From an optimization exercise on the open Yosys and OpenROAD flow, aimed at small area and a short achievable clock period; shortcuts taken in it are not production practice. The RTL was checked by simulation tests, not by an equivalence proof against the original design. Power figures rest on the tool's default switching activity, not on a simulated workload.

==> run A <==
==> flow/design.v (excerpt) <==
module wb_sharedbus
(
   input  logic        clk,
   input  logic        rst_n,
   input  logic        m0_cyc,
   input  logic        m0_stb,
   input  logic        m0_we,
   input  logic [31:0] m0_adr,
   input  logic [3:0]  m0_sel,
   input  logic [31:0] m0_dat_w,
   output logic        m0_ack,
   output logic        m0_err,
   output logic        m0_stall,
   output logic [31:0] m0_dat_r,
   input  logic        m1_cyc,
   input  logic        m1_stb,
   input  logic        m1_we,
   input  logic [31:0] m1_adr,
   input  logic [3:0]  m1_sel,
   input  logic [31:0] m1_dat_w,
   output logic        m1_ack,
   output logic        m1_err,
   output logic        m1_stall,
   output logic [31:0] m1_dat_r
);
   logic own1_q;
   logic g0, g1;
   assign g0 = m0_cyc & ~(own1_q & m1_cyc);
   assign g1 = m1_cyc & ~g0;
   assign m0_stall = m0_cyc & own1_q & m1_cyc;
   assign m1_stall = m1_cyc & m0_cyc & ~own1_q;
   always_ff @(posedge clk or negedge rst_n)
      if (!rst_n) own1_q <= 1'b0;
      else        own1_q <= g1;
   logic        acc, we;
   logic [31:0] adr, dat;
   logic [3:0]  sel;
   assign acc = g0 ? m0_stb : (g1 & m1_stb);
   assign we  = g0 ? m0_we  : m1_we;
   assign adr = g0 ? m0_adr : m1_adr;
   assign sel = g0 ? m0_sel : m1_sel;
   assign dat = g0 ? m0_dat_w : m1_dat_w;
   logic       top, hit;
   logic [7:0] idx;
   assign top = ~|adr[31:14] & ~|adr[11:8];
   assign hit = top & ~(adr[13] & adr[12]);
   assign idx = {adr[13:12], adr[7:2]};
   logic ack0_q, ack1_q, err0_q, err1_q;
   always_ff @(posedge clk or negedge rst_n)
      if (!rst_n)
      begin
         ack0_q <= 1'b0;
         ack1_q <= 1'b0;
         err0_q <= 1'b0;
         err1_q <= 1'b0;
      end
      else
      begin
         ack0_q <= acc & g0 & hit;
         ack1_q <= acc & ~g0 & hit;
         err0_q <= acc & g0 & ~hit;
         err1_q <= acc & ~g0 & ~hit;
      end
   assign m0_ack = ack0_q;
   assign m1_ack = ack1_q;
   assign m0_err = err0_q;
   assign m1_err = err1_q;
   logic [31:0] mem [192];
   logic [31:0] rd_q;
  ...
==> flow/config.mk <==
export PLATFORM = sky130hd
export DESIGN_NAME = wb_sharedbus
export DESIGN_NICKNAME = wb_sharedbus
export VERILOG_FILES = /design/flow/design.v
export SDC_FILE = /design/flow/constraint.sdc
export NUM_CORES = 4
export LEC_CHECK = 0
export CAP_MARGIN = 10
export CELL_PAD_IN_SITES_DETAIL_PLACEMENT = 1
export CELL_PAD_IN_SITES_GLOBAL_PLACEMENT = 2
export CORE_MARGIN = 2
export CORE_UTILIZATION = 55
export PLACE_DENSITY = 0.65
export SLEW_MARGIN = 10
export SYNTH_MEMORY_MAX_BITS = 8192
==> flow/constraint.sdc <==
create_clock -name core_clock -period 6.0 [get_ports {clk}]
set_input_delay 1.2000 -clock core_clock [delete_from_list [all_inputs] [get_ports {clk}]]
set_output_delay 1.2000 -clock core_clock [all_outputs]
set_load 0.01 [all_outputs]
standard.sh (not shown) runs the stock make flow with config.mk's settings and CLKGATE_MAP_FILE= SYNTH_SCRIPT=/design/flow/synth_recipe.tcl, a recipe that flattens the netlist after the stock synthesis.
==> flow/flow/run.sh <==
#!/bin/bash
# The standard layout (standard.sh), with changes to how it is made only:
#  - the port buffers are plain buf_4 cells instead of the slow clock-delay buffers that
#    buffer_ports picks by default (every port still gets its buffer);
#  - the resizer may swap a cell for a faster one outside its footprint family;
#  - the clock tree is built from clkbuf_8 cells without dummy loads;
#  - repair_timing aims for slack to spare only from clock tree synthesis on, where it sees
#    placed wires, instead of also sizing up cells before placement.
# Each step's full output goes to a log file of its own here; ORFS's own logs are under orfs/logs.
set -euo pipefail
COMMON=(MATCH_CELL_FOOTPRINT=0 "BUFFER_PORTS_ARGS=-buffer_cell sky130_fd_sc_hd__buf_4"
   "CTS_ARGS=-sink_clustering_enable -repair_clock_nets -dont_use_dummy_load -buf_list sky130_fd_sc_hd__clkbuf_8 -sink_clustering_size 16 -sink_clustering_max_diameter 80")
bash standard.sh "${COMMON[@]}" SETUP_SLACK_MARGIN=0 synth > log_synth.txt 2>&1
bash standard.sh "${COMMON[@]}" SETUP_SLACK_MARGIN=0 place > log_place.txt 2>&1
bash standard.sh "${COMMON[@]}" SETUP_SLACK_MARGIN=2.8 TNS_END_PERCENT=5 finish > log_finish.txt 2>&1
==> run H: changes against run A <==
--- a/flow/flow/run.sh
+++ b/flow/flow/run.sh
@@ -14,2 +14,2 @@
 bash standard.sh "${COMMON[@]}" SETUP_SLACK_MARGIN=0 place > log_place.txt 2>&1
-bash standard.sh "${COMMON[@]}" SETUP_SLACK_MARGIN=2.8 TNS_END_PERCENT=5 finish > log_finish.txt 2>&1
+bash standard.sh "${COMMON[@]}" SETUP_SLACK_MARGIN=2.1 TNS_END_PERCENT=5 finish > log_finish.txt 2>&1
==> qor summary <==
item	run A	run H
Fraction of area in non-clock buffers	9.06%	5.83%
Largest incremental delay on the critical path	0.47 ns	0.63 ns
Crit-path slowest cell	dfrtp_2	nor2_2
Endpoint of the worst register-to-register path	rd_q[13]$_DFF_P_	mem[177][8]$_DFFE_PP_
Met2 Wirelength	402000 um	380000 um
Power per unit of standard cell area	275 mW/mm^2	285 mW/mm^2
# fillers	35729	36868
Net count, final	15191	14576
Starting DRT DRC Count	18317	15705
Global-route track usage on met1	50.5%	47.6%
Vias per cell	6.80	6.69
Sequential cell fraction of total power	62.2%	63.4%
Pint	0.0580 W	0.0572 W
Routed WL per cell	41.3 um	39.7 um
Antenna violations before repair	30	35
Worst endpoint data arrival time	5.25 ns	5.15 ns
Global-route met2 utilization	59.4%	56.7%
Via count of the first global-routing pass	139168	135198
Post-route insts no fill	20792	20191
Seq area share	65.8%	69.6%
Antenna diode count	37	51
Fraction of the cycle the final worst path needs	68.2%	71.7%
Cell area after layout	0.282 mm^2	0.266 mm^2
Outcome	no timing/DRC/antenna violations	no timing/DRC/antenna violations

==> static timing again, ports no longer ideal <==
How much do the figures lean on ideal ports? The routed layouts below were timed once more, with nothing changed but the port constraints.
Step 1 sets driving cells, clkbuf_16 on the clock port and buf_2 on the other inputs (assumed; they add their load-dependent delay and slew).
Step 2 times the ports against the registers' clock, not the clock port: input delays grow and output delays shrink by t, the midpoint of the rising clock arrivals with the driver on.
Three values: ideal, step 1, step 2; two values: the first two.
| run | shift t [ns] | setup WS [ns] | worst setup path after step 2 | slew at the worst register clock pin (ns) | worst slew at a driven data input, ns |
|---|---|---|---|---|---|
| run A | 1.346 | 1.910 / 1.910 / 0.967 | input to register | 0.12 / 0.12 | 0.06 |
| run H | 1.339 | 1.701 / 1.701 / 0.772 | input to register | 0.12 / 0.12 | 0.06 |
After both steps setup and hold are still met in every run listed. The setup slack of run A, which loses most, moves by 0.000 ns with the drivers and by -0.943 ns with both steps.
